From an optimization exercise on the open Yosys and OpenROAD flow, aimed at small area, a short achievable clock period and few clock cycles per item; shortcuts taken in it are not production practice. RTL that was checked went through simulation tests only; none was proved equivalent to the original. For runs 3 to 6, only the layout was checked, not whether the RTL still works. Power and IR drop assume default switching activity.

==> design/flow/config.mk <==
export PLATFORM = sky130hd
export DESIGN_NAME = longest_prefix_route_lookup
export DESIGN_NICKNAME = longest_prefix_route_lookup
export VERILOG_FILES = /design/flow/design.v
export SDC_FILE = /design/flow/constraint.sdc
export NUM_CORES = 4
export LEC_CHECK = 0
export ABC_CLOCK_PERIOD_IN_PS = 2500
export CAP_MARGIN = 20
export CORE_MARGIN = 2
export CORE_UTILIZATION = 40
export SETUP_SLACK_MARGIN = 3.0
export SLEW_MARGIN = 20
export TNS_END_PERCENT = 5
==> design/flow/constraint.sdc <==
create_clock -name core_clock -period 5.0 [get_ports {clk}]
set_input_delay 1.0000 -clock core_clock [delete_from_list [all_inputs] [get_ports {clk}]]
set_output_delay 1.0000 -clock core_clock [all_outputs]
set_load 0.01 [all_outputs]
==> design/flow/design.v <==
package lprl_pkg;
    localparam int ENTRIES = 16;
    localparam int ADDR_W  = 32;
    localparam int INDEX_W = 4;
    localparam int LEN_W   = 6;
    function automatic logic [LEN_W-1:0] lead_ones(input logic [ADDR_W-1:0] m);
        logic [LEN_W-1:0] n;
        n = LEN_W'(ADDR_W);
        for (int i = 0; i < ADDR_W; i++)
        begin
            if (!m[i])
            begin
                n = LEN_W'(ADDR_W - 1 - i);
            end
        end
        lead_ones = n;
    endfunction
endpackage
import lprl_pkg::*;
module lprl_ctrl
(
    input  logic [ENTRIES-1:0] alive_in,
    input  logic [ENTRIES-1:0] b1,
    input  logic [ENTRIES-1:0] b0,
    output logic [ENTRIES-1:0] alive_out,
    output logic [1:0]         best
);
    logic any_hi;
    logic any_11;
    logic any_b0;
    assign any_hi = |(alive_in & b1);
    assign any_11 = |(alive_in & b1 & b0);
    assign any_b0 = |(alive_in & b0);
    assign best[1] = any_hi;
    assign best[0] = any_hi ? any_11 : any_b0;
    always_comb
    begin
        for (int i = 0; i < ENTRIES; i++)
        begin
            alive_out[i] = alive_in[i] && (b1[i] == best[1]) && (b0[i] == best[0]);
        end
    end
endmodule
module lprl_step1
(
    input  logic [ENTRIES-1:0] alive_in,
    input  logic [ENTRIES-1:0] b1,
    input  logic [ENTRIES-1:0] b0,
    output logic               hit,
    output logic [INDEX_W-1:0] idx,
    output logic [1:0]         best
);
    logic [ENTRIES-1:0] set11;
    logic [ENTRIES-1:0] set1x;
    logic [INDEX_W-1:0] idx11;
    logic [INDEX_W-1:0] idx1x;
    logic [INDEX_W-1:0] idx_all;
    assign set11 = alive_in & b1 & b0;
    assign set1x = alive_in & b1;
    assign best[1] = |set1x;
    assign best[0] = |set11;
    assign hit     = |alive_in;
    always_comb
    begin
        idx11   = '0;
        idx1x   = '0;
        idx_all = '0;
        for (int i = ENTRIES - 1; i >= 0; i--)
        begin
            if (set11[i])
            begin
                idx11 = INDEX_W'(i);
            end
            if (set1x[i])
            begin
                idx1x = INDEX_W'(i);
            end
            if (alive_in[i])
            begin
                idx_all = INDEX_W'(i);
            end
        end
    end
    assign idx = best[0] ? idx11 : (best[1] ? idx1x : idx_all);
endmodule
import lprl_pkg::*;
module lprl_dp
(
    input  logic [ADDR_W-1:0]              addr,
    input  logic [ENTRIES-1:0][ADDR_W-1:0] c1,
    input  logic [ENTRIES-1:0][ADDR_W-1:0] c0,
    output logic [ENTRIES-1:0]             match_hi,
    output logic [ENTRIES-1:0]             match_lo
);
    always_comb
    begin
        for (int i = 0; i < ENTRIES; i++)
        begin
            match_hi[i] = (((c1[i][31:16] & ~addr[31:16]) | (c0[i][31:16] & addr[31:16])) == '0);
            match_lo[i] = (((c1[i][15:0] & ~addr[15:0]) | (c0[i][15:0] & addr[15:0])) == '0);
        end
    end
endmodule
import lprl_pkg::*;
module longest_prefix_route_lookup
(
    input  logic               clk,
    input  logic               rst_n,
    input  logic               req_valid,
    output logic               req_ready,
    input  logic               req_func,
    input  logic [INDEX_W-1:0] req_entry_index,
    input  logic               req_entry_valid,
    input  logic [ADDR_W-1:0]  req_entry_prefix,
    input  logic [ADDR_W-1:0]  req_entry_mask,
    input  logic [ADDR_W-1:0]  req_lookup_addr,
    output logic               rsp_valid,
    input  logic               rsp_ready,
    output logic               rsp_hit,
    output logic [INDEX_W-1:0] rsp_best_index,
    output logic [LEN_W-1:0]   rsp_best_length
);
    logic [ENTRIES-1:0][ADDR_W-1:1] c1_mem;
    logic [ENTRIES-1:0][ADDR_W-1:1] c0_mem;
    logic [ENTRIES-1:0]             c1_b0;
    logic [ENTRIES-1:0]             c0_b0;
    logic [ENTRIES-1:0][1:0]        k43_mem;
    logic [ENTRIES-1:0][1:0]        k21_mem;
    logic [ENTRIES-1:0][1:0]        k0f_mem;
    logic               adv;
    logic               acc;
    logic               wr;
    logic [ENTRIES-1:0] wr_sel;
    logic [ADDR_W-1:0]  wr_c1;
    logic [ADDR_W-1:0]  wr_c0;
    logic [LEN_W-1:0]   wr_len;
    logic [LEN_W-1:0]   wr_key;
    logic               s1_v;
    logic [ENTRIES-1:0] s1_hi;
    logic [ENTRIES-1:0] s1_lo;
    logic [ENTRIES-1:0] s1_alive;
    logic               s2_v;
    logic [ENTRIES-1:0] s2_alive;
    logic [1:0]         s2_key;
    logic               s3_v;
    logic [ENTRIES-1:0] s3_alive;
    logic [3:0]         s3_key;
    logic               wa_v;
    logic [INDEX_W-1:0] wa_idx;
    logic [3:0]         wa_key;
    logic               wb_v;
    logic [INDEX_W-1:0] wb_idx;
    logic [1:0]         wb_key;
    logic               out_v;
    logic               out_hit;
    logic [INDEX_W-1:0] out_idx;
    logic [LEN_W-1:0]   out_len;
    logic               sk_v;
    logic               sk_hit;
    logic [INDEX_W-1:0] sk_idx;
    logic [LEN_W-1:0]   sk_len;
    logic               rdy_q;
    assign adv       = !sk_v;
    assign req_ready = rdy_q;
    assign acc       = req_valid && adv;
    assign wr        = acc && (req_func == 1'b0);
    always_comb
    begin
        for (int i = 0; i < ENTRIES; i++)
        begin
            wr_sel[i] = wr && (req_entry_index == INDEX_W'(i));
        end
    end
    assign wr_c1  = (req_entry_prefix & req_entry_mask) | {31'd0, !req_entry_valid};
    assign wr_c0  = (~req_entry_prefix & req_entry_mask) | {31'd0, !req_entry_valid};
    assign wr_len = lprl_pkg::lead_ones(req_entry_mask);
    assign wr_key = {wr_len[5], wr_len[4:0] | {5{wr_len[5]}}};
    always_ff @(posedge clk)
    begin
        for (int i = 0; i < ENTRIES; i++)
        begin
            if (wr_sel[i])
            begin
                c1_mem[i]  <= wr_c1[ADDR_W-1:1];
                c0_mem[i]  <= wr_c0[ADDR_W-1:1];
                k43_mem[i] <= wr_key[4:3];
            end
            if (adv && wa_v && (wa_idx == INDEX_W'(i)))
            begin
                k21_mem[i] <= wa_key[3:2];
            end
            if (adv && wb_v && (wb_idx == INDEX_W'(i)))
            begin
                k0f_mem[i] <= wb_key;
            end
        end
    end
    always_ff @(posedge clk or negedge rst_n)
    begin
        if (!rst_n)
        begin
            c1_b0 <= '1;
            c0_b0 <= '1;
        end
        else
        begin
            for (int i = 0; i < ENTRIES; i++)
            begin
                if (wr_sel[i])
                begin
                    c1_b0[i] <= wr_c1[0];
                    c0_b0[i] <= wr_c0[0];
                end
            end
        end
    end
    logic [ENTRIES-1:0] match_hi;
    logic [ENTRIES-1:0] match_lo;
    logic [ENTRIES-1:0][ADDR_W-1:0] c1_all;
    logic [ENTRIES-1:0][ADDR_W-1:0] c0_all;
    always_comb
    begin
        for (int i = 0; i < ENTRIES; i++)
        begin
            c1_all[i] = {c1_mem[i], c1_b0[i]};
            c0_all[i] = {c0_mem[i], c0_b0[i]};
        end
    end
    lprl_dp u_dp (
        .addr     (req_lookup_addr),
        .c1       (c1_all),
        .c0       (c0_all),
        .match_hi (match_hi),
        .match_lo (match_lo)
    );
    assign s1_alive = s1_hi & s1_lo;
    logic [ENTRIES-1:0] k4, k3, k2, k1, k0, kf;
    logic [ENTRIES-1:0] alive2, alive3;
    logic [1:0]         best43, best21, best0f;
    always_comb
    begin
        for (int i = 0; i < ENTRIES; i++)
        begin
            k4[i] = k43_mem[i][1];
            k3[i] = k43_mem[i][0];
            k2[i] = k21_mem[i][1];
            k1[i] = k21_mem[i][0];
            k0[i] = k0f_mem[i][1];
            kf[i] = k0f_mem[i][0];
        end
    end
    lprl_ctrl u_st43 (.alive_in(s1_alive), .b1(k4), .b0(k3), .alive_out(alive2), .best(best43));
    lprl_ctrl u_st21 (.alive_in(s2_alive), .b1(k2), .b0(k1), .alive_out(alive3), .best(best21));
    logic               enc_hit;
    logic [INDEX_W-1:0] enc_idx;
    logic [LEN_W-1:0]   enc_len;
    lprl_step1 u_st0f (.alive_in(s3_alive), .b1(k0), .b0(kf), .hit(enc_hit), .idx(enc_idx), .best(best0f));
    assign enc_len = best0f[0] ? LEN_W'(32) : {1'b0, s3_key, best0f[1]};
    always_ff @(posedge clk)
    begin
        if (adv)
        begin
            s1_hi    <= (req_func == 1'b1) ? match_hi : '0;
            s1_lo    <= match_lo;
            s2_alive <= alive2;
            s2_key   <= best43;
            s3_alive <= alive3;
            s3_key   <= {s2_key, best21};
            wa_idx   <= req_entry_index;
            wa_key   <= {wr_key[2:0], wr_key[5]};
            wb_idx   <= wa_idx;
            wb_key   <= wa_key[1:0];
        end
    end
    always_ff @(posedge clk or negedge rst_n)
    begin
        if (!rst_n)
        begin
            s1_v <= 1'b0;
            s2_v <= 1'b0;
            s3_v <= 1'b0;
            wa_v <= 1'b0;
            wb_v <= 1'b0;
        end
        else if (adv)
        begin
            s1_v <= acc;
            s2_v <= s1_v;
            s3_v <= s2_v;
            wa_v <= wr;
            wb_v <= wa_v;
        end
    end
    logic push;
    assign push = adv && s3_v;
    always_ff @(posedge clk or negedge rst_n)
    begin
        if (!rst_n)
        begin
            out_v <= 1'b0;
            sk_v  <= 1'b0;
            rdy_q <= 1'b1;
        end
        else
        begin
            out_v <= sk_v || push || (out_v && !rsp_ready);
            sk_v  <= (sk_v || push) && out_v && !rsp_ready;
            rdy_q <= !((sk_v || push) && out_v && !rsp_ready);
        end
    end
    always_ff @(posedge clk)
    begin
        if (!out_v || rsp_ready)
        begin
            if (sk_v)
            begin
                out_hit <= sk_hit;
                out_idx <= sk_idx;
                out_len <= sk_len;
            end
            else
            begin
                out_hit <= enc_hit;
                out_idx <= enc_idx;
                out_len <= enc_len;
            end
        end
        if (!sk_v)
        begin
            sk_hit <= enc_hit;
            sk_idx <= enc_idx;
            sk_len <= enc_len;
        end
    end
    assign rsp_valid       = out_v;
    assign rsp_hit         = out_hit;
    assign rsp_best_index  = out_idx;
    assign rsp_best_length = out_len;
endmodule
==> design/flow/flow/run.sh <==
#!/bin/bash
# The standard layout with a few settings of ORFS's own changed:
#  - port buffers are buf_2 instead of the delay cell buffer_ports picks by default
#  - the resizer may swap a cell for one with another footprint
#  - clock tree: large sink clusters of clkbuf_16, no dummy loads
set -uo pipefail
bash standard.sh \
  MATCH_CELL_FOOTPRINT=0 \
  "BUFFER_PORTS_ARGS=-buffer_cell sky130_fd_sc_hd__buf_2" \
  "CTS_ARGS=-sink_clustering_enable -repair_clock_nets -buf_list sky130_fd_sc_hd__clkbuf_16 -sink_clustering_size 28 -sink_clustering_max_diameter 120 -dont_use_dummy_load" \
  finish > flow.log 2>&1
==> design/flow/standard.sh <==
#!/bin/bash
# synth_recipe.tcl (not shown) runs the flow's synth.tcl, then flattens the netlist and writes it again
# the make line also repeats each setting of config.mk as NAME=value (left out here)
make -C /OpenROAD-flow-scripts/flow DESIGN_CONFIG=/design/flow/config.mk WORK_HOME=/design/flow/orfs CLKGATE_MAP_FILE= SYNTH_SCRIPT=/design/flow/synth_recipe.tcl "${@:-finish}"
==> reports/qor.txt, run 1 <==
crit path max-delay cell type - buf_2
area growth from synthesis to layout - 10.43%
# clock sinks - 1234
Reg2Reg Capture Point - s3_alive[10]
internal power - 0.01483 W
GP Congestion - 0.8709
R2R setup slack - 2.74 ns
initial antenna violation count - 9
post-route DRC violation count - 0
routed vias - 25200
nets - 2919
pre-CTS setup slack - 1.280 ns
clock skew - 0.1104 ns
post-DR vias/cell - 5.812
synthesized cell area - 0.04704 mm2
HPWL Detailed - 78930 um
asr flop ratio synth - 3.241%
vias in the first global route - 24310
Synth area leader - edfxtp_1
DR pass1 iterations - 5
Switching Share - 25.75%
ys flop type - edfxtp_1
CTS tree - done
Setup CP Type - input pin to flip-flop
TritonCTS buffer count - 50
first-pass GRT wire length - 182100 um
Worst Reg-to-Reg Cells - 5
gr usage total - 21.28%
min Tclk post-route - 2.365 ns
Sw Pwr - 0.005143 W
Synth Register Bits - 1234
Arrival @ worst endpoint - 2.79 ns
worst-skew pair later-pin latency - 0.72 ns
FP Rows - 125
Root Buffer - clkbuf_16
RSZ-0062 raised after global routing - yes
GRT overflow - 0
CP Max Fanout - 16
Clock Tree Buf Depth - 3
Post-Synthesis Cells - 2619
Leak - 17.96 nW
crit end category - flip-flop
CP Cell Sequence - buf_2 -> mux2i_1 -> nand4_1 -> nor4_2
Setup crit start - req_lookup_addr[10]
Ports - 119
CP Buf/Inv Count - 1
most instantiated cells after synthesis - 1183 x edfxtp_1, 513 x mux2i_1, 124 x nand4_1
port bufs - 118
worst r2r src - s2_alive[9]
Die Width - 346.9 um
Max Cap Viol - 0
Slew HR - 22.49%
hold_buf cts - 0
drt initial violations - 3165
register area share after synthesis - 78.21%
Setup crit start kind - input pin
maximum vdd ir drop - 0.3508 mV
outcome - finished clean
final slew viol count - 0
final setup margin - 2.635 ns
PwrDens - 384.5 mW/mm2
sequential share of power - 63.2%
final wirelength - 130900 um
CP delay by family, top - simple AND/OR/NAND/NOR gates
final hold violation count - 0
class of the worst hold path - input pin to async pin
Area contributors post-synth - edfxtp_1 76%, mux2i_1 11%, dfstp_2 1.8%
Final period util - 47.29%
fmax - 422.9 MHz
Critical Path RT - 5.42 ns
post-synth top area share - 75.53%
Die H - 346.9 um
largest net degree at the start of global routing - 69
starting density of the core - 40.42%
post-synthesis cell type count - 71
syn_area_per_cell - 17.96 um2
TNS Setup - 0 ns
Post-Syn Nets - 2725
Die ar. - 0.1203 mm2
Finish-stage setup viols - 0
post-detailed-route count of antenna-violating nets - 0
Worst-path clk slew - 0.11 ns
most frequent cell after synthesis - edfxtp_1
share of cells above drive strength 1 - 14.30%
Yosys warnings - 4
Tightest Pin Transition - 1.163 ns
WL/cell - 30.19 um
Core Region - 0.1164 mm2
Comb pwr share - 13.3%
Clk pwr share - 23.5%
number of synthesized flops with an enable pin - 1183
H-tree depth - 2
crit-path max cell delay - 0.60 ns
-- cells by family after synthesis --
| group | Yosys count | share of synthesized area (%) |
|---|---|---|
| compound gates | 189 | 2.910 |
| xor+xnor | 13 | 0.2421 |
| buf+inv | 116 | 1.088 |
| flops | 1234 | 78.21 |
| mux | 515 | 10.97 |
| simple gates | 552 | 6.584 |
-- worst max-delay path by stage --
stage / endpoint / slack (ns) / depth (start not counted)
2_1_floorplan: c0_mem[0] / 1.21 / 4
3_3_place_gp: c0_mem[407] / 1.30 / 6
3_5_place_dp: c1_mem[407] / 1.28 / 6
4_1_cts: req_ready / 2.62 / 1
5_1_grt: req_ready / 2.63 / 1
6_report: s1_lo[14] / 2.64 / 4
-- cell type report --
cell class                 instances  area, um2
timing repair inverter             3      28.78
clock buffer                      50       1251
antenna                            1      2.502
inverter                          38      242.7
multi-input combinational       1269      10070
sequential                      1234      36790
tap                             1524       1907
timing repair buffer             217       1655
fill                            9985      64420
-- what timing repair did --
item | 4_1_cts | 5_1_grt
endpoints found under the setup margin | 1220 | 1122
pin swaps | 17 | 3
gates cloned | 5 | 3
gates resized for setup | 88 | 36
endpoints found under the hold margin | 0 | 0
setup buffers | 16 | 7
-- flip-flops by register name, indices dropped and copies added, names as in the netlist, 6 cells and up --
| signal | count |
|---|---|
| s1_lo | 16 |
| s1_hi | 16 |
| c0_b0 | 16 |
| k0f_mem | 32 |
| c1_mem | 496 |
| k43_mem | 32 |
| s2_alive | 16 |
| k21_mem | 32 |
| c0_mem | 496 |
| out_len | 6 |
| c1_b0 | 16 |
| s3_alive | 16 |
| sk_len | 6 |
-- layout by cell type (no fill, tap or decap), drive strengths merged, types with 20 or more instances in the layout --
master / Yosys / layout
nor2: 84 / 84
mux2i: 513 / 513
dfstp: 33 / 33
clkbuf: 38 / 66
nand2: 67 / 67
nor2b: 30 / 30
buf: 40 / 201
edfxtp: 1183 / 1183
o211ai: 20 / 20
nand3: 101 / 101
nand4: 126 / 126
inv: 38 / 36
o21ai: 29 / 29
and2: 31 / 31
a21oi: 51 / 51
nor4: 37 / 37
-- layer usage --
metal / wire (um) / global-route usage (%) / up-vias
li1: - / - / 10740
met1: 56180 / 30.72 / 13220
met2: 61710 / 34.62 / 1099
met3: 10280 / 3.000 / 142
met4: 2730 / 4.135 / 2
met5: 13 / 0 / -
-- power by group through the flow --
stage          sequential, W  clock [W]  combinational (W)
3_3_place_gp          0.0128          0            0.00234
6_report              0.0126    0.00470            0.00265
2_1_floorplan         0.0126          0            0.00148
4_1_cts               0.0126    0.00480            0.00262
5_1_grt               0.0127    0.00512            0.00284
3_5_place_dp          0.0129          0            0.00237
-- metrics by stage --
stage	utilization, %	std cells	power (W)	hold WS, ns	cell area (um2)
3_5_place_dp	42.84	4253	0.01522	0.4057	49850
3_3_place_gp	42.83	4253	0.01518	0.4043	49840
5_1_grt	44.64	4335	0.02065	0.4094	51940
4_1_cts	44.40	4324	0.02005	0.3693	51670
6_report	44.64	4336	0.01997	0.3904	51940
2_1_floorplan	-	2619	0.01412	0.4003	47080
-- worst reg2reg max path, delay by kind of cell (launching register included) --
kind / cells / cell delay [ns]
simple gates: 3 / 0.86
compound gates: 2 / 0.79
flops: 1 / 0.48
Testbench counts, summed over its fixed seeds: cycles 2,560, items 2,528.
==> run 2: changes to the inputs <==
--- a/design/flow/config.mk
+++ b/design/flow/config.mk
@@ -10,5 +10,5 @@
 export CORE_MARGIN = 2
 export CORE_UTILIZATION = 40
-export SETUP_SLACK_MARGIN = 3.0
+export SETUP_SLACK_MARGIN = 2.8
 export SLEW_MARGIN = 20
 export TNS_END_PERCENT = 5
==> run 2 against run 1 <==
Compared with the run above: largest cell class unchanged; via count is 0.72% lower; hold slack got worse by 0.0027 ns; final area shrank 0.64%; setup slack better by 0.0033 ns; highest routed layer unchanged; combinational power shrank 2%; largest power group unchanged; still clean.
==> reports/qor.txt, run 2 <==
gr usage total - 21.21% (-0.074 points)
Max Cap Viol - 0 (unchanged)
CTS tree - done
share of cells above drive strength 1 - 13.86% (-0.44 points)
asr flop ratio synth - 3.241% (unchanged)
Synth Register Bits - 1234 (unchanged)
vias in the first global route - 24240 (-0.27%)
Final period util - 47.23% (-0.065 points)
Switching Share - 25.72% (-0.030 points)
min Tclk post-route - 2.361 ns (-0.003270 ns)
Clk pwr share - 23.6% (about the same)
Synth area leader - edfxtp_1
PwrDens - 386.3 mW/mm2 (+0.46%)
Ports - 119 (unchanged)
crit path max-delay cell type - nor4_2
Setup crit start kind - input pin
Core Region - 0.1164 mm2 (unchanged)
Finish-stage setup viols - 0 (unchanged)
clock skew - 0.1055 ns (-0.004903 ns)
CP Buf/Inv Count - 1 (unchanged)
Die H - 346.9 um (unchanged)
DR pass1 iterations - 5 (unchanged)
fin util - 44.35% (-0.28 points)
GP Congestion - 0.8709 (unchanged)
Setup CP Type - input pin to flip-flop
Die Width - 346.9 um (unchanged)
most instantiated cells after synthesis - 1183 x edfxtp_1, 513 x mux2i_1, 124 x nand4_1
Comb pwr share - 13.1% (-0.2 points)
ys flop type - edfxtp_1
Arrival @ worst endpoint - 2.73 ns (-0.06 ns)
Die ar. - 0.1203 mm2 (unchanged)
Area contributors post-synth - edfxtp_1 76%, mux2i_1 11%, dfstp_2 1.8%
post-route DRC violation count - 0 (unchanged)
starting density of the core - 40.42% (unchanged)
syn_area_per_cell - 17.96 um2 (unchanged)
class of the worst hold path - input pin to async pin
Slew HR - 21.38% (-1.1 points)
crit-path max cell delay - 0.66 ns (+0.06 ns)
most frequent cell after synthesis - edfxtp_1
worst-skew pair later-pin latency - 0.72 ns (about the same)
Yosys warnings - 4 (unchanged)
Area after DPL - 0.04985 mm2 (unchanged)
maximum vdd ir drop - 0.3507 mV (about the same)
post-layout instance area - 0.05161 mm2 (-0.64%)
sequential share of power - 63.3% (about the same)
most frequent cells in the layout - 1183 x edfxtp_1, 512 x mux2i_1, 124 x nand4_1, 105 x buf_2, 97 x nand3_1
post-DR vias/cell - 5.788 (-0.42%)
# clock sinks - 1234 (unchanged)
GRT overflow - 0 (unchanged)
TritonCTS buffer count - 50 (unchanged)
Worst-path clk slew - 0.11 ns (about the same)
nets - 2907 (-0.41%)
TNS Setup - 0 ns (unchanged)
H-tree depth - 2 (unchanged)
first-pass GRT wire length - 181400 um (-0.37%)
Tightest Pin Transition - 1.179 ns (+0.01673 ns)
Post-Synthesis Cells - 2619 (unchanged)
hold_ws - 0.3876 ns (-0.002741 ns)
final wirelength - 129700 um (-0.91%)
port bufs - 118 (unchanged)
drt initial violations - 3054 (-3.5%)
CP delay by family, top - simple AND/OR/NAND/NOR gates
synthesized cell area - 0.04704 mm2 (unchanged)
Root Buffer - clkbuf_16
crit end category - flip-flop
Sw Pwr - 0.005128 W (-0.30%)
internal power - 0.01481 W (-0.14%)
Critical Path RT - 5.36 ns (-0.06 ns)
WL/cell - 30.01 um (-0.61%)
antenna fix cells - 0 (-1)
final hold violation count - 0 (unchanged)
area growth from synthesis to layout - 9.728%
Leak - 17.83 nW (-0.74%)
CP Max Fanout - 10 (-6)
initial antenna violation count - 9 (unchanged)
post-synth top area share - 75.53% (unchanged)
outcome - finished clean
FP Rows - 125 (unchanged)
HPWL Detailed - 78930 um (unchanged)
fmax - 423.5 MHz (+0.14%)
largest net degree at the start of global routing - 69 (unchanged)
Clock Tree Buf Depth - 3 (unchanged)
CP Cell Sequence - buf_2 -> mux2i_1 -> and4_1 -> nand3_1 -> nor4_2
RSZ-0062 raised after global routing - yes
most common cell after layout, fill and taps aside - edfxtp_1
total power - 0.01994 W (-0.18%)
biggest regs - c0_mem: 496 flops, c1_mem: 496 flops
post-detailed-route count of antenna-violating nets - 0 (unchanged)
number of synthesized flops with an enable pin - 1183 (unchanged)
routed vias - 25020 (-0.72%)
Post-Syn Nets - 2725 (unchanged)
final slew viol count - 0 (unchanged)
post-synthesis cell type count - 71 (unchanged)
register area share after synthesis - 78.21% (unchanged)
## run 2: cell counts after synthesis
No cell type changed its count.
## run 2: repair_timing
item / 4_1_cts / 5_1_grt
gates resized for setup: 69 / 20
setup buffers: 12 / 4
pin swaps: 7 / 2
setup endpoints to repair: 1037 / 797
hold buffers: 0 / 0
cloned: 3 / 0
## run 2: logic make-up after synthesis
family / synth area share (%)
mux: 10.97
simple gates: 6.584
xor+xnor: 0.2421
buf+inv: 1.088
flops: 78.21
compound gates: 2.910
## run 2: power by group through the flow
stage	Clock, W	Sequential (W)	Combinational (W)
global placement	0	0.0128	0.00234
global route	0.00513	0.0127	0.00279
detailed placement	0	0.0129	0.00237
CTS	0.00480	0.0126	0.00258
floorplan	0	0.0126	0.00148
finish	0.00471	0.0126	0.00261
## run 2: cell type report
class / count / area, um2
inverter: 38 / 211.5
fill: 10020 / 64750
clock buffer: 50 / 1251
timing repair buffer: 206 / 1434
timing repair inverter: 2 / 17.52
multi-input combinational: 1269 / 10000
tap: 1524 / 1907
sequential: 1234 / 36790
## run 2: metrics by stage
stage | setup slack (ns) | instances
after CTS | 2.617 | 4318
after detailed placement | 1.280 | 4253
final | 2.639 | 4323
after global placement | 1.298 | 4253
after global routing | 2.617 | 4323
after floorplan | 1.207 | 2619
## run 2: path summary, 6_finish.rpt
check,from,end,slack (ns),cells past startpoint
worst min-delay path,rst_n,s1_v,0.39,2
min in group core_clock,wa_key[1],wb_key[1],0.43,0
worst min register to register,wa_key[1],wb_key[1],0.43,0
max in group asynchronous,rst_n,c1_b0[14],4.20,2
worst max register to register,sk_v,c0_mem[242],2.74,6
worst max-delay path,req_lookup_addr[17],s1_hi[14],2.64,5
## run 2: per-layer routing
layer | routed length, um | GRT usage [%] | up-vias | part of all wire (%)
li1 | - | - | 10720 | -
met2 | 61430 | 34.47 | 1037 | 47
met3 | 9822 | 2.936 | 128 | 7.6
met5 | 13 | 0 | - | 0.010
met4 | 2321 | 3.913 | 2 | 1.8
met1 | 56140 | 30.76 | 13140 | 43
==> run 3: changes to the inputs <==
--- a/design/flow/design.v
+++ b/design/flow/design.v
@@ -148,5 +148,5 @@
     logic               wa_v;
     logic [INDEX_W-1:0] wa_idx;
-    logic [3:0]         wa_key;
+    logic [LEN_W-1:0]   wa_key;
     logic               wb_v;
     logic [INDEX_W-1:0] wb_idx;
@@ -184,9 +184,9 @@
                 c1_mem[i]  <= wr_c1[ADDR_W-1:1];
                 c0_mem[i]  <= wr_c0[ADDR_W-1:1];
-                k43_mem[i] <= wr_key[4:3];
             end
             if (adv && wa_v && (wa_idx == INDEX_W'(i)))
             begin
-                k21_mem[i] <= wa_key[3:2];
+                k43_mem[i] <= wa_key[4:3];
+                k21_mem[i] <= wa_key[2:1];
             end
             if (adv && wb_v && (wb_idx == INDEX_W'(i)))
@@ -268,7 +268,7 @@
             s3_key   <= {s2_key, best21};
             wa_idx   <= req_entry_index;
-            wa_key   <= {wr_key[2:0], wr_key[5]};
+            wa_key   <= wr_key;
             wb_idx   <= wa_idx;
-            wb_key   <= wa_key[1:0];
+            wb_key   <= {wa_key[0], wa_key[5]};
         end
     end
==> run 3 against run 2 <==
Compared with the run above: still clean; setup slack better by 0.0057 ns; sequential share of layout area decreased by 0.88 points; cell count is 1.1% higher; global-route usage up 0.21 points; register-to-register slack got worse by 0.06 ns; core utilization rose by 0.57 points; count of clock-buffer cells in the layout did not move; first-iteration DRC count decreased by 8.1%; clock power about the same; critical path type unchanged; critical endpoint is now s1_lo[8].
==> reports/qor.txt, run 3 <==
outcome - finished clean
Yosys warnings - 4 (unchanged)
Area contributors post-synth - edfxtp_1 76%, mux2i_1 11%, dfstp_2 1.8%
fmax - 424.5 MHz (+0.24%)
final hold violation count - 0 (unchanged)
Post-Syn Nets - 2727 (+0.073%)
WL/cell - 30.36 um (+1.2%)
largest net degree at the start of global routing - 67 (-2.9%)
post-synthesis cell type count - 71 (unchanged)
maximum vdd ir drop - 0.3005 mV (-14%)
crit end category - flip-flop
Synth Register Bits - 1236 (+0.16%)
Root Buffer - clkbuf_16
H-tree depth - 2 (unchanged)
GP Congestion - 0.8841 (+1.5%)
port bufs - 118 (unchanged)
Ports - 119 (unchanged)
post-DR vias/cell - 5.767 (-0.36%)
final slew viol count - 0 (unchanged)
register area share after synthesis - 78.24% (about the same)
Setup crit start kind - input pin
Final period util - 47.12% (-0.11 points)
routed vias - 25200 (+0.70%)
Worst-path clk slew - 0.11 ns (about the same)
ys flop type - edfxtp_1
Setup CP Type - input pin to flip-flop
share of cells above drive strength 1 - 15.39% (+1.5 points)
biggest regs - c0_mem: 496 flops, c1_mem: 496 flops
min Tclk post-route - 2.356 ns (-0.005650 ns)
TritonCTS buffer count - 50 (unchanged)
Finish-stage setup viols - 0 (unchanged)
asr flop ratio synth - 3.236% (-0.0052 points)
total power - 0.01997 W (+0.17%)
pre-CTS setup slack - 1.591 ns (+0.3113 ns)
RSZ-0062 raised after global routing - yes
Leak - 18.16 nW (+1.9%)
CTS tree - done
GRT overflow - 0 (unchanged)
most frequent cells in the layout - 1185 x edfxtp_1, 512 x mux2i_1, 124 x nand4_1, 113 x buf_2, 96 x nand3_1
DR pass1 iterations - 6 (+1)
clock skew - 0.1498 ns (+0.04429 ns)
TNS Setup - 0 ns (unchanged)
Die Width - 347.1 um (about the same)
FP Rows - 125 (unchanged)
most common cell after layout, fill and taps aside - edfxtp_1
Tightest Pin Transition - 1.202 ns (+0.02255 ns)
worst r2r src - sk_v
HPWL Detailed - 83230 um (+5.4%)
Clock Tree Buf Depth - 3 (unchanged)
Critical Path RT - 5.49 ns (+0.13 ns)
most frequent cell after synthesis - edfxtp_1
worst-skew pair later-pin latency - 0.71 ns (about the same)
syn_area_per_cell - 17.97 um2 (about the same)
Die H - 347.1 um (about the same)
post-detailed-route count of antenna-violating nets - 0 (unchanged)
post-route DRC violation count - 0 (unchanged)
class of the worst hold path - flip-flop to flip-flop
Synth area leader - edfxtp_1
gr usage total - 21.42% (+0.21 points)
Arrival @ worst endpoint - 2.84 ns (+0.11 ns)
Area after DPL - 0.05013 mm2 (+0.56%)
Setup crit start - req_lookup_addr[3]
number of synthesized flops with an enable pin - 1185 (+0.17%)
nets - 2948 (+1.4%)
Max Cap Viol - 0 (unchanged)
Slew HR - 19.88% (-1.5 points)
Die ar. - 0.1205 mm2 (+0.13%)
PwrDens - 381.6 mW/mm2 (-1.2%)
hold_buf cts - 0 (unchanged)
first-pass GRT wire length - 183000 um (+0.84%)
Post-Synthesis Cells - 2621 (+0.076%)
post-layout instance area - 0.05234 mm2 (+1.4%)
starting density of the core - 40.42% (about the same)
area growth from synthesis to layout - 11.14%
Core Region - 0.1165 mm2 (+0.13%)
synthesized cell area - 0.04710 mm2 (+0.13%)
hold_sp - s2_key[1]
vias in the first global route - 24460 (+0.92%)
final setup margin - 2.644 ns (+0.005650 ns)
# clock sinks - 1236 (+0.16%)
CP Max Fanout - 10 (unchanged)
final wirelength - 132600 um (+2.3%)
most instantiated cells after synthesis - 1185 x edfxtp_1, 513 x mux2i_1, 124 x nand4_1
Filler Cell Count - 9855 (-1.6%)
post-synth top area share - 75.56% (about the same)
drt initial violations - 2808 (-8.1%)
initial antenna violation count - 15 (+6)
fin util - 44.92% (+0.57 points)
[run 3: changes by cell type in the layout (fill, tap and decap cells not counted), moves of 5 or more]
cell | before | now
buf_2 | 105 | 113
nor4_1 | 31 | 23
diode_2 | 0 | 5
nor2b_4 | 6 | 1
buf_12 | 4 | 17
buf_8 | 5 | 0
nor2b_2 | 16 | 24
clkbuf_4 | 11 | 5
buf_4 | 73 | 90
clkbuf_16 | 51 | 59
nor4_2 | 5 | 10
[run 3: layer usage]
layer  wire length (um)  GRT usage [%]
met4               3858          6.211
met2              63220          35.06
met3              10430          3.932
met5                 61              0
met1              55080          29.25
[run 3: final cells by class]
type                    instances  area (um2)  share of cell area (%)
flip-flops and latches       1236       36850                   70.40
multi-input cells            1269       10070                   19.24
repair buffers                246        2031                   3.880
well taps                    1524        1907                   3.643
clock buffers                  50        1251                   2.391
inverters                      38       210.2                  0.4016
diodes                          5       12.51                 0.02391
repair inverters                1       8.758                 0.01673
[run 3: power breakdown]
part	internal [W]	switching (W)	leakage (nW)	total, W
clock network	0.00180	0.00293	0.616	0.00473
logic	0.000883	0.00167	6.00	0.00255
registers	0.0122	0.000530	11.5	0.0127
[run 3: path summary, 6_finish.rpt]
path	end	slack [ns]	cells after the start
max in group asynchronous	sk_v	4.12	2
min in group asynchronous	s2_v	0.46	2
setup reg to reg	c1_mem[378]	2.68	7
hold reg to reg	s3_key[3]	0.44	0
hold / removal	s3_key[3]	0.44	0
setup / recovery	s1_lo[8]	2.64	6
[run 3: per-stage QoR]
stage / instances / hold WS [ns]
after floorplan: 2621 / 0.4003
after global placement: 4274 / 0.4208
after detailed placement: 4277 / 0.4212
after CTS: 4347 / 0.4333
after global routing: 4365 / 0.4649
final: 4369 / 0.4425
[run 3: logic make-up (layout without fill, tap and decap cells)]
group	count (synthesis)	in the layout	share of synthesized area, %
simple gates	552	552	6.575
xor+xnor	13	13	0.2418
buf+inv	116	335	1.087
compound gates	189	189	2.907
mux	515	515	10.95
flops	1236	1236	78.24
other cells	0	5	0
[run 3: critical path, cell delays in order]
cell and delay (ns):
buf_2 0.39, buf_4 0.30, mux2i_1 0.21, nand4_1 0.33, nor4_1 0.38, buf_4 0.21
[run 3: repair_timing]
item                       in CTS  in global routing
gates cloned                    3                 10
buffers inserted               17                  7
pin swaps                       7                  6
gates resized for setup        92                 33
setup endpoints to repair    1127                836
==> run 4: changes to the inputs <==
--- a/design/flow/config.mk
+++ b/design/flow/config.mk
@@ -9,5 +9,5 @@
 export CAP_MARGIN = 20
 export CORE_MARGIN = 2
-export CORE_UTILIZATION = 40
+export CORE_UTILIZATION = 55
 export SETUP_SLACK_MARGIN = 2.8
 export SLEW_MARGIN = 20
==> run 4 against run 3 <==
Compared with the run above: die area fell by 27%; critical path depth fell by 2; routed wire length fell by 6.0%; critical path type unchanged; largest power group unchanged; highest routed layer unchanged.
==> reports/qor.txt, run 4 <==
outcome - finished clean
ys flop type - edfxtp_1
most frequent cell after synthesis - edfxtp_1
share of cells above drive strength 1 - 13.78% (-1.6 points)
internal power - 0.01484 W (about the same)
starting density of the core - 55.40% (+15 points)
post-synthesis cell type count - 71 (unchanged)
maximum vdd ir drop - 0.2882 mV (-4.1%)
hold_buf cts - 0 (unchanged)
PwrDens - 390.0 mW/mm2 (+2.2%)
Die H - 296.6 um (-15%)
Setup CP Type - input pin to flip-flop
crit-path max cell delay - 0.65 ns (+0.26 ns)
most common cell after layout, fill and taps aside - edfxtp_1
hold_sp - s2_key[1]
total power - 0.01997 W (about the same)
Post-Syn Nets - 2727 (unchanged)
Tightest Pin Transition - 1.196 ns (-0.005590 ns)
gr usage total - 28.30% (+6.9 points)
final wirelength - 124600 um (-6.0%)
biggest regs - c0_mem: 496 flops, c1_mem: 496 flops
Yosys warnings - 4 (unchanged)
Synth Register Bits - 1236 (unchanged)
largest net degree at the start of global routing - 67 (unchanged)
RSZ-0062 raised after global routing - yes
post-route DRC violation count - 0 (unchanged)
final slew viol count - 0 (unchanged)
CP delay by family, top - simple AND/OR/NAND/NOR gates
Worst-path clk slew - 0.11 ns (about the same)
syn_area_per_cell - 17.97 um2 (unchanged)
most instantiated cells after synthesis - 1185 x edfxtp_1, 513 x mux2i_1, 124 x nand4_1
Core Region - 0.08501 mm2 (-27%)
worst-skew pair later-pin latency - 0.64 ns (-0.07 ns)
number of synthesized flops with an enable pin - 1185 (unchanged)
clock skew - 0.05659 ns (-0.09321 ns)
Setup crit start kind - input pin
CP Max Fanout - 16 (+6)
TritonCTS buffer count - 50 (unchanged)
Root Buffer - clkbuf_16
Clk pwr share - 23.5% (-0.2 points)
Comb pwr share - 12.7% (about the same)
CTS tree - done
routed vias - 24720 (-1.9%)
# clock sinks - 1236 (unchanged)
asr flop ratio synth - 3.236% (unchanged)
post-detailed-route count of antenna-violating nets - 0 (unchanged)
fin util - 60.24% (+15 points)
class of the worst hold path - flip-flop to flip-flop
Filler Cell Count - 6238 (-37%)
Sw Pwr - 0.005130 W (about the same)
Finish-stage setup viols - 0 (unchanged)
CP Cell Sequence - buf_2 -> mux2i_1 -> nand4_1 -> nor4_1
fmax - 410.3 MHz (-3.4%)
HPWL Detailed - 77750 um (-6.6%)
GP Congestion - 0.8800 (-0.46%)
CP Buf/Inv Count - 1 (-2)
vias in the first global route - 23290 (-4.8%)
GRT overflow - 0 (unchanged)
Post-Synthesis Cells - 2621 (unchanged)
Final period util - 48.75% (+1.6 points)
Slew HR - 20.25% (+0.37 points)
Switching Share - 25.68% (about the same)
crit end category - flip-flop
Max Cap Viol - 0 (unchanged)
Area contributors post-synth - edfxtp_1 76%, mux2i_1 11%, dfstp_2 1.8%
Die Width - 296.6 um (-15%)
nets - 2902 (-1.6%)
DR pass1 iterations - 6 (unchanged)
min Tclk post-route - 2.437 ns (+0.08171 ns)
drt initial violations - 2833 (+0.89%)
first-pass GRT wire length - 172100 um (-5.9%)
final hold violation count - 0 (unchanged)
Die ar. - 0.08798 mm2 (-27%)
sequential share of power - 63.8% (+0.3 points)
crit path max-delay cell type - nor4_1
WL/cell - 31.64 um (+4.2%)
Critical Path RT - 5.34 ns (-0.15 ns)
post-synth top area share - 75.56% (unchanged)
most frequent cells in the layout - 1185 x edfxtp_1, 512 x mux2i_1, 124 x nand4_1, 103 x buf_2, 96 x nand3_1
initial antenna violation count - 10 (-5)
Synth area leader - edfxtp_1
register area share after synthesis - 78.24% (unchanged)
Setup crit start - req_lookup_addr[4]
synthesized cell area - 0.04710 mm2 (unchanged)
hold_ws - 0.4300 ns (-0.01242 ns)
TNS Setup - 0 ns (unchanged)
post-DR vias/cell - 6.276 (+8.8%)
Leak - 17.83 nW (-1.8%)
FP Rows - 107 (-14%)
worst r2r src - sk_v
Clock Tree Buf Depth - 3 (unchanged)
area growth from synthesis to layout - 8.738%
Ports - 119 (unchanged)
port bufs - 118 (unchanged)
Arrival @ worst endpoint - 2.78 ns (-0.06 ns)
H-tree depth - 2 (unchanged)
==> run 4: cell counts after synthesis <==
No cell type changed its count.
==> run 4: path summary, 6_finish.rpt <==
check | to | slack [ns] | cells past startpoint
setup reg to reg | k43_mem[1] | 2.61 | 5
hold / removal | s3_key[3] | 0.43 | 0
max in group asynchronous | wa_v | 3.85 | 1
hold reg to reg | s3_key[3] | 0.43 | 0
setup / recovery | s1_lo[1] | 2.56 | 4
min in group asynchronous | out_v | 0.52 | 1
==> run 4: through the flow <==
step / area [um2] / std cells / worst slack (ns)
6_report: 51210 / 3939 / 2.563
5_1_grt: 51210 / 3939 / 2.574
4_1_cts: 50940 / 3926 / 2.600
3_5_place_dp: 49360 / 3862 / 1.388
3_3_place_gp: 49350 / 3862 / 1.485
2_1_floorplan: 47140 / 2621 / 1.254
==> run 4: kinds of logic after synthesis <==
group	share of synthesized area, %
compound gates	2.907
xor+xnor	0.2418
buf+inv	1.087
simple gates	6.575
flops	78.24
mux	10.95
==> run 4: repair_timing <==
action                                  in CTS  in global routing
gates cloned                                 2                  1
resized for setup                           57                 42
endpoints found under the setup margin    1040                859
pin swaps                                    5                 10
setup buffers                               12                 11
==> run 4: layer usage <==
metal  vias to the layer above  wire (um)  track usage [%]  share of wire [%]
li1                      10710          -                -                  -
met1                     12760      53450            42.28                 43
met2                      1078      57460            43.83                 46
met3                       167      10870            5.118                8.7
met4                         8       2803            6.442                2.2
met5                         -         42                0              0.034
==> run 4: layout make-up <==
type,count,area [um2],share of cell area (%)
diodes,1,2.502,0.004887
clock buffers,50,1251,2.443
inverters,38,202.7,0.3958
multi-input cells,1270,10050,19.62
flip-flops and latches,1236,36850,71.95
well taps,1144,1431,2.795
repair buffers,199,1415,2.763
repair inverters,1,11.26,0.02199
==> run 4: worst register-to-register path, delay by kind of cell (launching register included) <==
family / cells / cell delay, ns
and+or+nand+nor: 3 / 1.29
buffers and inverters: 2 / 0.35
DFF: 1 / 0.40
==> run 4: power by group through the flow <==
| stage | logic [W] | clock network [W] | registers, W |
|---|---|---|---|
| after floorplan | 0.00143 | 0 | 0.0127 |
| final | 0.00254 | 0.00470 | 0.0127 |
| after global placement | 0.00223 | 0 | 0.0130 |
| after global routing | 0.00273 | 0.00510 | 0.0128 |
| after CTS | 0.00241 | 0.00477 | 0.0127 |
| after detailed placement | 0.00226 | 0 | 0.0130 |
==> run 5: changes to the inputs <==
==> design/flow/flow/run.sh (replaced) <==
#!/bin/bash
# The standard layout with a few settings of ORFS's own changed:
#  - port buffers are buf_4 instead of the delay cell buffer_ports picks by default
#  - the resizer may swap a cell for one with another footprint
#  - clock tree: large sink clusters of clkbuf_16, no dummy loads
set -uo pipefail
bash standard.sh \
  MATCH_CELL_FOOTPRINT=0 \
  "BUFFER_PORTS_ARGS=-buffer_cell sky130_fd_sc_hd__buf_4" \
  "CTS_ARGS=-sink_clustering_enable -repair_clock_nets -buf_list sky130_fd_sc_hd__clkbuf_16 -sink_clustering_size 28 -sink_clustering_max_diameter 120 -dont_use_dummy_load" \
  finish > flow.log 2>&1
--- a/design/flow/config.mk
+++ b/design/flow/config.mk
@@ -9,5 +9,5 @@
 export CAP_MARGIN = 20
 export CORE_MARGIN = 2
-export CORE_UTILIZATION = 55
+export CORE_UTILIZATION = 40
 export SETUP_SLACK_MARGIN = 2.8
 export SLEW_MARGIN = 20
==> run 5 against run 4 <==
Compared with the run above: largest power group unchanged; clock power increased by 1%; sequential power barely moved; routed wire length rose by 3.1%; area after synthesis unchanged; register-to-register slack got worse by 0.10 ns; non-clock buffer count shrank 11.
==> reports/qor.txt, run 5 <==
TritonCTS buffer count - 51 (+2.0%)
Final period util - 52.14% (+3.4 points)
routed vias - 24860 (+0.56%)
Finish-stage setup viols - 0 (unchanged)
Switching Share - 25.54% (-0.14 points)
Comb pwr share - 12.3% (-0.4 points)
worst r2r src - sk_v
number of synthesized flops with an enable pin - 1185 (unchanged)
R2R setup slack - 2.51 ns (-0.10 ns)
CTS tree - done
internal power - 0.01485 W (about the same)
final setup margin - 2.393 ns (-0.1695 ns)
Area contributors post-synth - edfxtp_1 76%, mux2i_1 11%, dfstp_2 1.8%
CP Max Fanout - 32 (+16)
met3 routed WL - 9135 um (-16%)
final slew viol count - 0 (unchanged)
post-detailed-route count of antenna-violating nets - 0 (unchanged)
biggest regs - c0_mem: 496 flops, c1_mem: 496 flops
largest net degree at the start of global routing - 67 (unchanged)
nets - 2891 (-0.38%)
ys flop type - edfxtp_1
Setup crit start kind - input pin
first-pass GRT wire length - 178600 um (+3.7%)
maximum vdd ir drop - 0.2730 mV (-5.3%)
port bufs - 118 (unchanged)
Slew HR - 21.62% (+1.4 points)
FP Rows - 125 (+17%)
Post-Syn Nets - 2727 (unchanged)
Sw Pwr - 0.005094 W (-0.70%)
drt initial violations - 2968 (+4.8%)
Clk pwr share - 23.9% (+0.4 points)
# clock sinks - 1236 (unchanged)
vias in the first global route - 24060 (+3.3%)
Ports - 119 (unchanged)
H-tree depth - 2 (unchanged)
WL/cell - 29.80 um (-5.8%)
post-synth top area share - 75.56% (unchanged)
sequential share of power - 63.8% (about the same)
area growth from synthesis to layout - 9.880%
class of the worst hold path - input pin to async pin
M1 WL - 55340 um (+3.5%)
hold_ws - 0.3560 ns (-0.07405 ns)
Arrival @ worst endpoint - 2.92 ns (+0.14 ns)
worst-skew pair later-pin latency - 0.64 ns (about the same)
Clock Tree Buf Depth - 3 (unchanged)
Reg2Reg Capture Point - c0_mem[364]
pre-CTS setup slack - 1.445 ns (+0.05620 ns)
Root Buffer - clkbuf_16
Die H - 347.1 um (+17%)
synthesized cell area - 0.04710 mm2 (unchanged)
Core Region - 0.1165 mm2 (+37%)
most common cell after layout, fill and taps aside - edfxtp_1
HPWL Detailed - 78740 um (+1.3%)
starting density of the core - 40.42% (-15 points)
TNS Setup - 0 ns (unchanged)
RSZ-0062 raised after global routing - yes
post-route DRC violation count - 0 (unchanged)
PwrDens - 385.4 mW/mm2 (-1.2%)
Tightest Pin Transition - 1.176 ns (-0.02063 ns)
initial antenna violation count - 9 (-1)
gr usage total - 20.93% (-7.4 points)
GRT overflow - 0 (unchanged)
Placed Cells - 4241 (+9.8%)
highest metal used - met5
min Tclk post-route - 2.607 ns (+0.1695 ns)
most frequent cell after synthesis - edfxtp_1
DR pass1 iterations - 5 (-1)
hold_buf cts - 0 (unchanged)
Post-Synthesis Cells - 2621 (unchanged)
fmax - 383.6 MHz (-6.5%)
post-synthesis cell type count - 71 (unchanged)
syn_area_per_cell - 17.97 um2 (unchanged)
Synth area leader - edfxtp_1
Leak - 17.86 nW (+0.19%)
most instantiated cells after synthesis - 1185 x edfxtp_1, 513 x mux2i_1, 124 x nand4_1
metal2 WL - 61650 um (+7.3%)
Yosys warnings - 4 (unchanged)
Setup crit start - req_func
fin util - 44.41% (-16 points)
Critical Path RT - 5.31 ns (-0.03 ns)
final wirelength - 128400 um (+3.1%)
post-DR vias/cell - 5.768 (-8.1%)
Worst-path clk slew - 0.11 ns (about the same)
Non-Filler Instances - 4310 (+9.4%)
GP Congestion - 0.8382 (-4.8%)
Die ar. - 0.1205 mm2 (+37%)
asr flop ratio synth - 3.236% (unchanged)
register area share after synthesis - 78.24% (unchanged)
share of cells above drive strength 1 - 13.19% (-0.59 points)
Setup CP Type - input pin to flip-flop
clock skew - 0.05810 ns (+0.001511 ns)
Worst Reg-to-Reg Cells - 6 (+1)
final hold violation count - 0 (unchanged)
most frequent cells in the layout - 1185 x edfxtp_1, 512 x mux2i_1, 176 x buf_4, 124 x nand4_1, 97 x nand3_1
outcome - finished clean
Synth Register Bits - 1236 (unchanged)
Die Width - 347.1 um (+17%)
crit end category - flip-flop
Max Cap Viol - 0 (unchanged)
==> run 5: kinds of logic after synthesis <==
group / share of synthesized area (%)
buffers and inverters: 1.087
AND/OR/NAND/NOR: 6.575
XOR/XNOR: 0.2418
flip-flops: 78.24
AO/OA/AOI/OAI: 2.907
multiplexers: 10.95
==> run 5: final cells by class <==
type	count	area, um2
fill	9891	64770
sequential	1236	36850
multi-input combinational	1269	10000
tap	1524	1907
timing repair buffer	188	1503
clock buffer	51	1276
inverter	38	198.9
timing repair inverter	1	8.758
antenna	3	7.507
==> run 5: per-stage QoR <==
stage	instance area, um2	power, W
6_report	51750	0.01994
4_1_cts	51650	0.02001
2_1_floorplan	47140	0.01415
3_5_place_dp	50140	0.01530
3_3_place_gp	50120	0.01526
5_1_grt	51740	0.02063
==> run 5: worst max path at each step <==
stage          cells past startpoint           to  slack (ns)
6_report                           6  c0_mem[364]        2.39
5_1_grt                            5  c0_mem[301]        2.36
4_1_cts                            5  c1_mem[301]        2.44
3_5_place_dp                       6  c0_mem[476]        1.44
3_3_place_gp                       6  c0_mem[467]        1.47
2_1_floorplan                      4    c0_mem[0]        1.25
==> run 5: metal layers <==
layer | global-route usage [%] | up-vias
li1 | - | 10680
met1 | 29.90 | 13020
met2 | 34.58 | 1040
met3 | 2.780 | 122
met4 | 3.913 | 2
met5 | 0 | -
==> run 5: worst max-delay path, cell delays in order <==
cell	delay, ns
buf_4	0.25
nor2_4	0.17
nand3_1	0.20
or2_2	0.41
inv_4	0.38
buf_4	0.45
==> run 5: power by group through the flow <==
stage          clock, W  sequential (W)  combinational (W)
2_1_floorplan         0          0.0127            0.00143
5_1_grt         0.00520          0.0128            0.00263
3_5_place_dp          0          0.0130            0.00231
6_report        0.00477          0.0127            0.00244
3_3_place_gp          0          0.0130            0.00228
4_1_cts         0.00484          0.0127            0.00245
==> run 5: timing repair <==
item / CTS / global route
setup buffers: 12 / 0
gates resized for setup: 31 / 14
setup endpoints to repair: 1036 / 1073
pin swaps: 7 / 1
cloned: 1 / 2
==> run 6: changes to the inputs <==
==> design/flow/flow/run.sh (replaced) <==
#!/bin/bash
# The standard layout with a few changes:
#  - port buffers are buf_2 instead of the delay cell buffer_ports picks by default
#  - the resizer may swap a cell for one with another footprint
#  - clock tree: large sink clusters of clkbuf_16, no dummy loads
#  - after the standard synthesis, each mux2i_1 whose select net drives four
#    or more of them becomes an a22oi_1 fed by one shared inverter of that
#    net (same function, smaller); the rewrite is kept only if Yosys proves
#    the netlists equivalent. Registers are not touched.
set -uo pipefail
W=$PWD
VARS=(
  MATCH_CELL_FOOTPRINT=0
  "BUFFER_PORTS_ARGS=-buffer_cell sky130_fd_sc_hd__buf_2"
  "CTS_ARGS=-sink_clustering_enable -repair_clock_nets -buf_list sky130_fd_sc_hd__clkbuf_16 -sink_clustering_size 28 -sink_clustering_max_diameter 120 -dont_use_dummy_load"
)
bash standard.sh "${VARS[@]}" synth > synth.log 2>&1
R=$W/orfs/results/sky130hd/longest_prefix_route_lookup/base
LIB=$FLOW_HOME/platforms/sky130hd/lib/sky130_fd_sc_hd__tt_025C_1v80.lib
if [[ -f $R/1_2_yosys.v ]]; then
  cp $R/1_2_yosys.v $W/standard_1_2_yosys.v
  if python3 $W/flow/remap.py $W/standard_1_2_yosys.v $W/remap_1_2_yosys.v 4 > remap.log 2>&1; then
    sed -e "s#@LIB@#$LIB#" -e "s#@GOLD@#$W/standard_1_2_yosys.v#" -e "s#@GATE@#$W/remap_1_2_yosys.v#" \
      $W/flow/eq.ys.in > $W/eq.ys
    if yosys -q $W/eq.ys > eq.log 2>&1; then
      echo "equivalent: using the rewritten netlist" >> remap.log
      cp $W/remap_1_2_yosys.v $R/1_2_yosys.v
      rm -f $R/1_synth.odb $R/1_synth.sdc
    else
      echo "not proven equivalent: keeping the standard netlist" >> remap.log
    fi
  fi
fi
bash standard.sh "${VARS[@]}" finish > flow.log 2>&1
==> design/flow/flow/eq.ys.in (new file) <==
read_liberty -ignore_miss_func @LIB@
read_verilog @GOLD@
rename longest_prefix_route_lookup gold
read_verilog @GATE@
rename longest_prefix_route_lookup gate
hierarchy -check
flatten gold gate
async2sync
rename -hide w:*.*
opt_clean
equiv_make gold gate equiv
hierarchy -top equiv
equiv_simple
equiv_induct
equiv_status -assert
==> design/flow/flow/remap.py (new file) <==
#!/usr/bin/env python3
# Rewrite mux2i_1 cells whose select net drives several of them as a22oi_1
# fed by one shared inverter of the select net:
#   mux2i: Y = !(S ? A1 : A0)   a22oi: Y = !((A1 & A2) | (B1 & B2))
#   so A1=A0, A2=!S, B1=A1, B2=S
import re, sys, collections
src, dst = sys.argv[1], sys.argv[2]
minfan = int(sys.argv[3]) if len(sys.argv) > 3 else 4
text = open(src).read()
inst_re = re.compile(r'sky130_fd_sc_hd__mux2i_1\s+(\S+)\s*\((.*?)\);', re.S)
pin_re = re.compile(r'\.(\w+)\((.*?)\)\s*(?:,|$)', re.S)
def pins(body):
    return {m.group(1): m.group(2).strip() for m in pin_re.finditer(body.strip())}
found = [(m, pins(m.group(2))) for m in inst_re.finditer(text)]
fan = collections.Counter(p['S'] for m, p in found)
inv_of = {}
out = []
last = 0
n = 0
for m, p in found:
    s = p['S']
    if fan[s] < minfan:
        continue
    if s not in inv_of:
        inv_of[s] = 'remap_sn_%d' % len(inv_of)
    out.append(text[last:m.start()])
    out.append('sky130_fd_sc_hd__a22oi_1 %s (.A1(%s ),\n    .A2(%s),\n    .B1(%s ),\n    .B2(%s ),\n    .Y(%s ));' % (
        m.group(1), p['A0'], inv_of[s], p['A1'], s, p['Y']))
    last = m.end()
    n += 1
out.append(text[last:])
text = ''.join(out)
# declare the inverted select nets and their inverters before endmodule
decl = ''.join(' wire %s;\n' % w for w in inv_of.values())
insts = ''.join(' sky130_fd_sc_hd__inv_2 remap_inv_%d (.A(%s ),\n    .Y(%s));\n' % (i, s, w) for i, (s, w) in enumerate(inv_of.items()))
assert text.count('endmodule') == 1
text = text.replace('endmodule', decl + insts + 'endmodule')
open(dst, 'w').write(text)
print('remapped %d mux2i_1 cells on %d select nets' % (n, len(inv_of)))
==> run 6 against run 5 <==
Compared with the run above: setup slack better by 0.19 ns; highest routed layer unchanged; hold slack improved by 0.068 ns; still clean on timing, DRC and antenna; combinational power barely moved; clock skew is 0.045 ns higher; non-clock buffer count rose by 20; critical path type unchanged; flip-flop and latch count is the same; largest power group unchanged; count of clock-buffer cells in the layout decreased by 1; critical endpoint is now s1_lo[12].
==> reports/qor.txt, run 6 <==
syn_area_per_cell - 17.15 um2 (-4.5%)
clock skew - 0.1030 ns (+0.04486 ns)
vias in the first global route - 25790 (+7.2%)
nets - 2978 (+3.0%)
most frequent cells in the layout - 1185 x edfxtp_1, 523 x a22oi_1, 124 x nand4_1, 106 x buf_2, 93 x nand3_1
Filler Cell Count - 9911 (+0.20%)
GP Congestion - 0.9272 (+11%)
outcome - finished clean
Die Width - 343.3 um (-1.1%)
largest net degree at the start of global routing - 69 (+3.0%)
Finish-stage setup viols - 0 (unchanged)
CTS tree - done
Yosys warnings - 4 (unchanged)
Arrival @ worst endpoint - 2.86 ns (-0.06 ns)
CP Max Fanout - 18 (-44%)
H-tree depth - 2 (unchanged)
# clock sinks - 1236 (unchanged)
total power - 0.01996 W (about the same)
Final period util - 48.42% (-3.7 points)
Setup crit start - req_lookup_addr[3]
Post-Syn Nets - 2791 (+2.3%)
Post-Synthesis Cells - 2685 (+2.4%)
Leak - 16.58 nW (-7.2%)
hold_ws - 0.4237 ns (+0.06775 ns)
starting density of the core - 40.33% (-0.087 points)
Non-Filler Instances - 4385 (+1.7%)
Worst-path clk slew - 0.11 ns (about the same)
Clock Tree Buf Depth - 3 (unchanged)
Ports - 119 (unchanged)
Placed Cells - 4285 (+1.0%)
post-route DRC violation count - 0 (unchanged)
Worst Reg-to-Reg Cells - 7 (+1)
Critical Path RT - 5.44 ns (+0.13 ns)
initial antenna violation count - 8 (-1)
share of cells above drive strength 1 - 16.13% (+2.9 points)
class of the worst hold path - flip-flop to flip-flop
WL/cell - 31.15 um (+4.5%)
post-detailed-route count of antenna-violating nets - 0 (unchanged)
crit end category - flip-flop
biggest regs - c0_mem: 496 flops, c1_mem: 496 flops
Die ar. - 0.1179 mm2 (-2.2%)
port bufs - 118 (unchanged)
Core Region - 0.1142 mm2 (-2.0%)
synthesized cell area - 0.04605 mm2 (-2.2%)
fmax - 413.0 MHz (+7.7%)
worst-skew pair later-pin latency - 0.72 ns (+0.08 ns)
Setup crit start kind - input pin
Tightest Pin Transition - 1.157 ns (-0.01838 ns)
FP Rows - 124 (-0.80%)
HPWL Detailed - 90610 um (+15%)
Reg2Reg Capture Point - c0_mem[6]
post-DR vias/cell - 6.145 (+6.5%)
Root Buffer - clkbuf_16
final hold violation count - 0 (unchanged)
drt initial violations - 4072 (+37%)
final slew viol count - 0 (unchanged)
TNS Setup - 0 ns (unchanged)
final wirelength - 136600 um (+6.4%)
Slew HR - 22.50% (+0.88 points)
area growth from synthesis to layout - 10.73%
min Tclk post-route - 2.421 ns (-0.1859 ns)
Max Cap Viol - 0 (unchanged)
gr usage total - 22.60% (+1.7 points)
R2R setup slack - 2.61 ns (+0.10 ns)
GRT overflow - 0 (unchanged)
CP Capture Point - s1_lo[12]
TritonCTS buffer count - 50 (-2.0%)
routed vias - 26940 (+8.4%)
DR pass1 iterations - 6 (+1)
maximum vdd ir drop - 0.2716 mV (-0.52%)
PwrDens - 391.3 mW/mm2 (+1.5%)
worst r2r src - sk_v
first-pass GRT wire length - 190900 um (+6.9%)
Die H - 343.3 um (-1.1%)
most common cell after layout, fill and taps aside - edfxtp_1
Setup CP Type - input pin to flip-flop
RSZ-0062 raised after global routing - yes
-- run 6: power breakdown --
part,total [W],internal [W],switching [W]
clock network,0.00476,0.00180,0.00296
registers,0.0127,0.0122,0.000560
logic,0.00247,0.000823,0.00165
total,0.0200,0.0148,0.00517
-- run 6: timing repair --
| action | CTS | global route |
|---|---|---|
| setup endpoints to repair | 1074 | 958 |
| setup buffers | 29 | 3 |
| gates resized for setup | 75 | 54 |
| gates cloned | 8 | 7 |
| hold buffers | 0 | 0 |
| pin swaps | 10 | 7 |
-- run 6: routing by layer --
layer | up-vias | share of wire (%) | routed length (um) | track usage [%]
li1 | 11370 | - | - | -
met1 | 13920 | 41 | 56070 | 32.47
met2 | 1480 | 46 | 63090 | 35.44
met3 | 165 | 10 | 13800 | 4.758
met4 | 6 | 2.6 | 3612 | 5.277
met5 | - | 0.020 | 28 | 0
-- run 6: area by class of cell --
cell class / instances / area (um2) / share of cell area, %
flip-flops and latches: 1236 / 36850 / 72.26
multi-input cells: 1270 / 8797 / 17.25
well taps: 1512 / 1892 / 3.710
repair buffers: 208 / 1687 / 3.307
clock buffers: 50 / 1251 / 2.454
inverters: 102 / 479.2 / 0.9397
repair inverters: 4 / 35.03 / 0.06870
diodes: 3 / 7.507 / 0.01472
-- run 6: worst max-delay path, cell delays in order --
cell and delay, ns:
buf_2 0.43, inv_2 0.28, a22oi_1 0.27, nand4_1 0.31, nor4_1 0.55
-- run 6: worst min path at each step --
stage | start | end | slack, ns | cells past startpoint
after floorplan | s2_key[0] | s3_key[2] | 0.40 | 0
after global placement | s2_key[0] | s3_key[2] | 0.42 | 0
after detailed placement | s2_key[1] | s3_key[3] | 0.41 | 0
after CTS | rst_n | out_v | 0.43 | 2
after global routing | s2_key[0] | s3_key[2] | 0.44 | 0
final | s2_key[1] | s3_key[3] | 0.42 | 0
-- run 6: metrics by stage --
| stage | worst slack [ns] | instance area [um2] | utilization (%) |
|---|---|---|---|
| final | 2.579 | 51000 | 44.66 |
| after global placement | 1.387 | 48670 | 42.62 |
| after floorplan | 1.254 | 46100 | - |
| after detailed placement | 1.323 | 48680 | 42.63 |
| after CTS | 2.515 | 50620 | 44.33 |
| after global routing | 2.530 | 50990 | 44.66 |
==> run 7: changes to the inputs <==
--- a/design/flow/design.v
+++ b/design/flow/design.v
@@ -148,5 +148,5 @@
     logic               wa_v;
     logic [INDEX_W-1:0] wa_idx;
-    logic [LEN_W-1:0]   wa_key;
+    logic [3:0]         wa_key;
     logic               wb_v;
     logic [INDEX_W-1:0] wb_idx;
@@ -184,9 +184,9 @@
                 c1_mem[i]  <= wr_c1[ADDR_W-1:1];
                 c0_mem[i]  <= wr_c0[ADDR_W-1:1];
+                k43_mem[i] <= wr_key[4:3];
             end
             if (adv && wa_v && (wa_idx == INDEX_W'(i)))
             begin
-                k43_mem[i] <= wa_key[4:3];
-                k21_mem[i] <= wa_key[2:1];
+                k21_mem[i] <= wa_key[3:2];
             end
             if (adv && wb_v && (wb_idx == INDEX_W'(i)))
@@ -268,7 +268,7 @@
             s3_key   <= {s2_key, best21};
             wa_idx   <= req_entry_index;
-            wa_key   <= wr_key;
+            wa_key   <= {wr_key[2:0], wr_key[5]};
             wb_idx   <= wa_idx;
-            wb_key   <= {wa_key[0], wa_key[5]};
+            wb_key   <= wa_key[1:0];
         end
     end
==> run 7 against run 6 <==
Compared with the run above: still clean on timing, DRC and antenna; cell count is essentially flat; core utilization is essentially flat; register-to-register slack improved by 0.04 ns; via count down 1.2%; hold slack worse by 0.013 ns; clock skew fell by 0.062 ns; total power shrank 0.59%; area after synthesis is 0.13% lower; first-iteration DRC count down 7.5%; routed wire length fell by 1.9%; sequential power barely moved; highest routed layer is now met4.
==> reports/qor.txt, run 7 <==
GP Congestion - 0.8780 (-5.3%)
H-tree depth - 2 (unchanged)
biggest regs - c0_mem: 496 flops, c1_mem: 496 flops
post-route DRC violation count - 0 (unchanged)
Area after DPL - 0.04863 mm2 (about the same)
share of cells above drive strength 1 - 15.60% (-0.53 points)
synthesized cell area - 0.04599 mm2 (-0.13%)
syn_area_per_cell - 17.14 um2 (about the same)
post-layout instance area - 0.05102 mm2 (about the same)
final slew viol count - 0 (unchanged)
Ports - 119 (unchanged)
Setup CP Type - input pin to flip-flop
final setup margin - 2.512 ns (-0.06696 ns)
Max Cap Viol - 0 (unchanged)
Slew HR - 23.23% (+0.73 points)
nets - 2979 (+0.034%)
vias in the first global route - 25230 (-2.2%)
Clock Tree Buf Depth - 3 (unchanged)
Leak - 16.59 nW (about the same)
Worst-path clk slew - 0.10 ns (about the same)
PwrDens - 388.9 mW/mm2 (-0.63%)
final wirelength - 134000 um (-1.9%)
Clk pwr share - 23.8% (about the same)
post-DR vias/cell - 6.075 (-1.1%)
pre-CTS setup slack - 1.185 ns (-0.1379 ns)
min Tclk post-route - 2.488 ns (+0.06696 ns)
# clock sinks - 1234 (-0.16%)
Setup crit start kind - input pin
class of the worst hold path - flip-flop to flip-flop
TritonCTS buffer count - 50 (unchanged)
Die Width - 343.1 um (about the same)
Post-Syn Nets - 2789 (-0.072%)
CP Max Fanout - 18 (unchanged)
Arrival @ worst endpoint - 2.88 ns (+0.02 ns)
drt initial violations - 3765 (-7.5%)
final hold violation count - 0 (unchanged)
most frequent cells in the layout - 1183 x edfxtp_1, 527 x a22oi_1, 124 x nand4_1, 115 x buf_2, 96 x nand3_1
Final period util - 49.76% (+1.3 points)
post-detailed-route count of antenna-violating nets - 0 (unchanged)
area growth from synthesis to layout - 10.92%
most common cell after layout, fill and taps aside - edfxtp_1
routed vias - 26630 (-1.2%)
Die ar. - 0.1177 mm2 (-0.13%)
WL/cell - 30.56 um (-1.9%)
initial antenna violation count - 2 (-6)
TNS Setup - 0 ns (unchanged)
Filler Cell Count - 9824 (-0.88%)
outcome - finished clean
Critical Path RT - 5.39 ns (-0.05 ns)
worst-skew pair later-pin latency - 0.66 ns (-0.06 ns)
Finish-stage setup viols - 0 (unchanged)
maximum vdd ir drop - 0.2535 mV (-6.6%)
port bufs - 118 (unchanged)
starting density of the core - 40.28% (-0.053 points)
Switching Share - 25.83% (-0.067 points)
DR pass1 iterations - 8 (+2)
fmax - 401.9 MHz (-2.7%)
internal power - 0.01471 W (-0.50%)
Sw Pwr - 0.005125 W (-0.84%)
hold_ws - 0.4105 ns (-0.01322 ns)
Tightest Pin Transition - 1.152 ns (-0.005683 ns)
Core Region - 0.1142 mm2 (unchanged)
fin util - 44.68% (about the same)
Comb pwr share - 12.6% (+0.2 points)
RSZ-0062 raised after global routing - yes
largest net degree at the start of global routing - 69 (unchanged)
Post-Synthesis Cells - 2683 (-0.074%)
FP Rows - 124 (unchanged)
GRT overflow - 0 (unchanged)
Yosys warnings - 4 (unchanged)
clock skew - 0.04081 ns (-0.06215 ns)
Die H - 343.1 um (about the same)
gr usage total - 21.91% (-0.69 points)
sequential share of power - 63.7% (about the same)
crit end category - flip-flop
CTS tree - done
first-pass GRT wire length - 185000 um (-3.1%)
HPWL Detailed - 87610 um (-3.3%)
Root Buffer - clkbuf_16
## run 7: power by group through the flow
stage	clock network, W	logic, W	registers [W]
2_1_floorplan	0	0.00147	0.0126
3_3_place_gp	0	0.00228	0.0128
3_5_place_dp	0	0.00233	0.0129
4_1_cts	0.00479	0.00242	0.0126
5_1_grt	0.00510	0.00268	0.0127
6_report	0.00471	0.00249	0.0126
## run 7: path summary, 6_finish.rpt
check	start	endpoint	slack [ns]	cells past startpoint
setup / recovery	req_lookup_addr[1]	s1_lo[3]	2.51	5
hold / removal	s2_key[1]	s3_key[3]	0.41	0
setup reg to reg	sk_v	c0_mem[22]	2.65	7
hold reg to reg	s2_key[1]	s3_key[3]	0.41	0
max in group asynchronous	rst_n	wa_v	3.95	1
min in group asynchronous	rst_n	sk_v	0.46	1
## run 7: final cells by class
class / count / area, um2 / share of cell area [%]
clock buffers: 50 / 1251 / 2.452
repair inverters: 5 / 43.79 / 0.08583
repair buffers: 211 / 1868 / 3.661
well taps: 1512 / 1892 / 3.708
flip-flops and latches: 1234 / 36790 / 72.10
inverters: 102 / 484.2 / 0.9491
multi-input cells: 1269 / 8691 / 17.03
diodes: 1 / 2.502 / 0.004905
## run 7: timing repair
| item | CTS | global route |
|---|---|---|
| buffers inserted | 14 | 12 |
| endpoints found under the setup margin | 1142 | 975 |
| hold endpoints to repair | 0 | 0 |
| gates cloned | 11 | 11 |
| pin swaps | 6 | 6 |
| hold buffers | 0 | 0 |
| gates resized for setup | 92 | 36 |
## run 7: stage by stage
stage               instances  power (W)
floorplan                2683    0.01412
global placement         4284    0.01512
detailed placement       4285    0.01519
CTS                      4360    0.01984
global route             4383    0.02048
finish                   4384    0.01984
## run 7: worst max-delay path, stage by stage
cell,delay [ns]
buf_2,0.39
inv_2,0.23
a22oi_1,0.40
nand4_1,0.28
nor4_1,0.55
## run 7: metal layers
metal	wire length, um	global-route usage [%]	up-vias
li1	-	-	11370
met1	56140	32.19	13730
met2	61050	33.79	1386
met3	12720	3.502	150
met4	4054	6.377	0
met5	0	0	-
Testbench counts of run 7, summed over its fixed seeds: cycles 2,560, items 2,528.

Check on run 7: ideal ports give 2.512 ns setup slack; a clkbuf_16 on the clock port and buf_2 on the inputs give 2.536 ns; moving port delays by the midpoint clock arrival (0.714 ns) as well gives 1.823 ns.
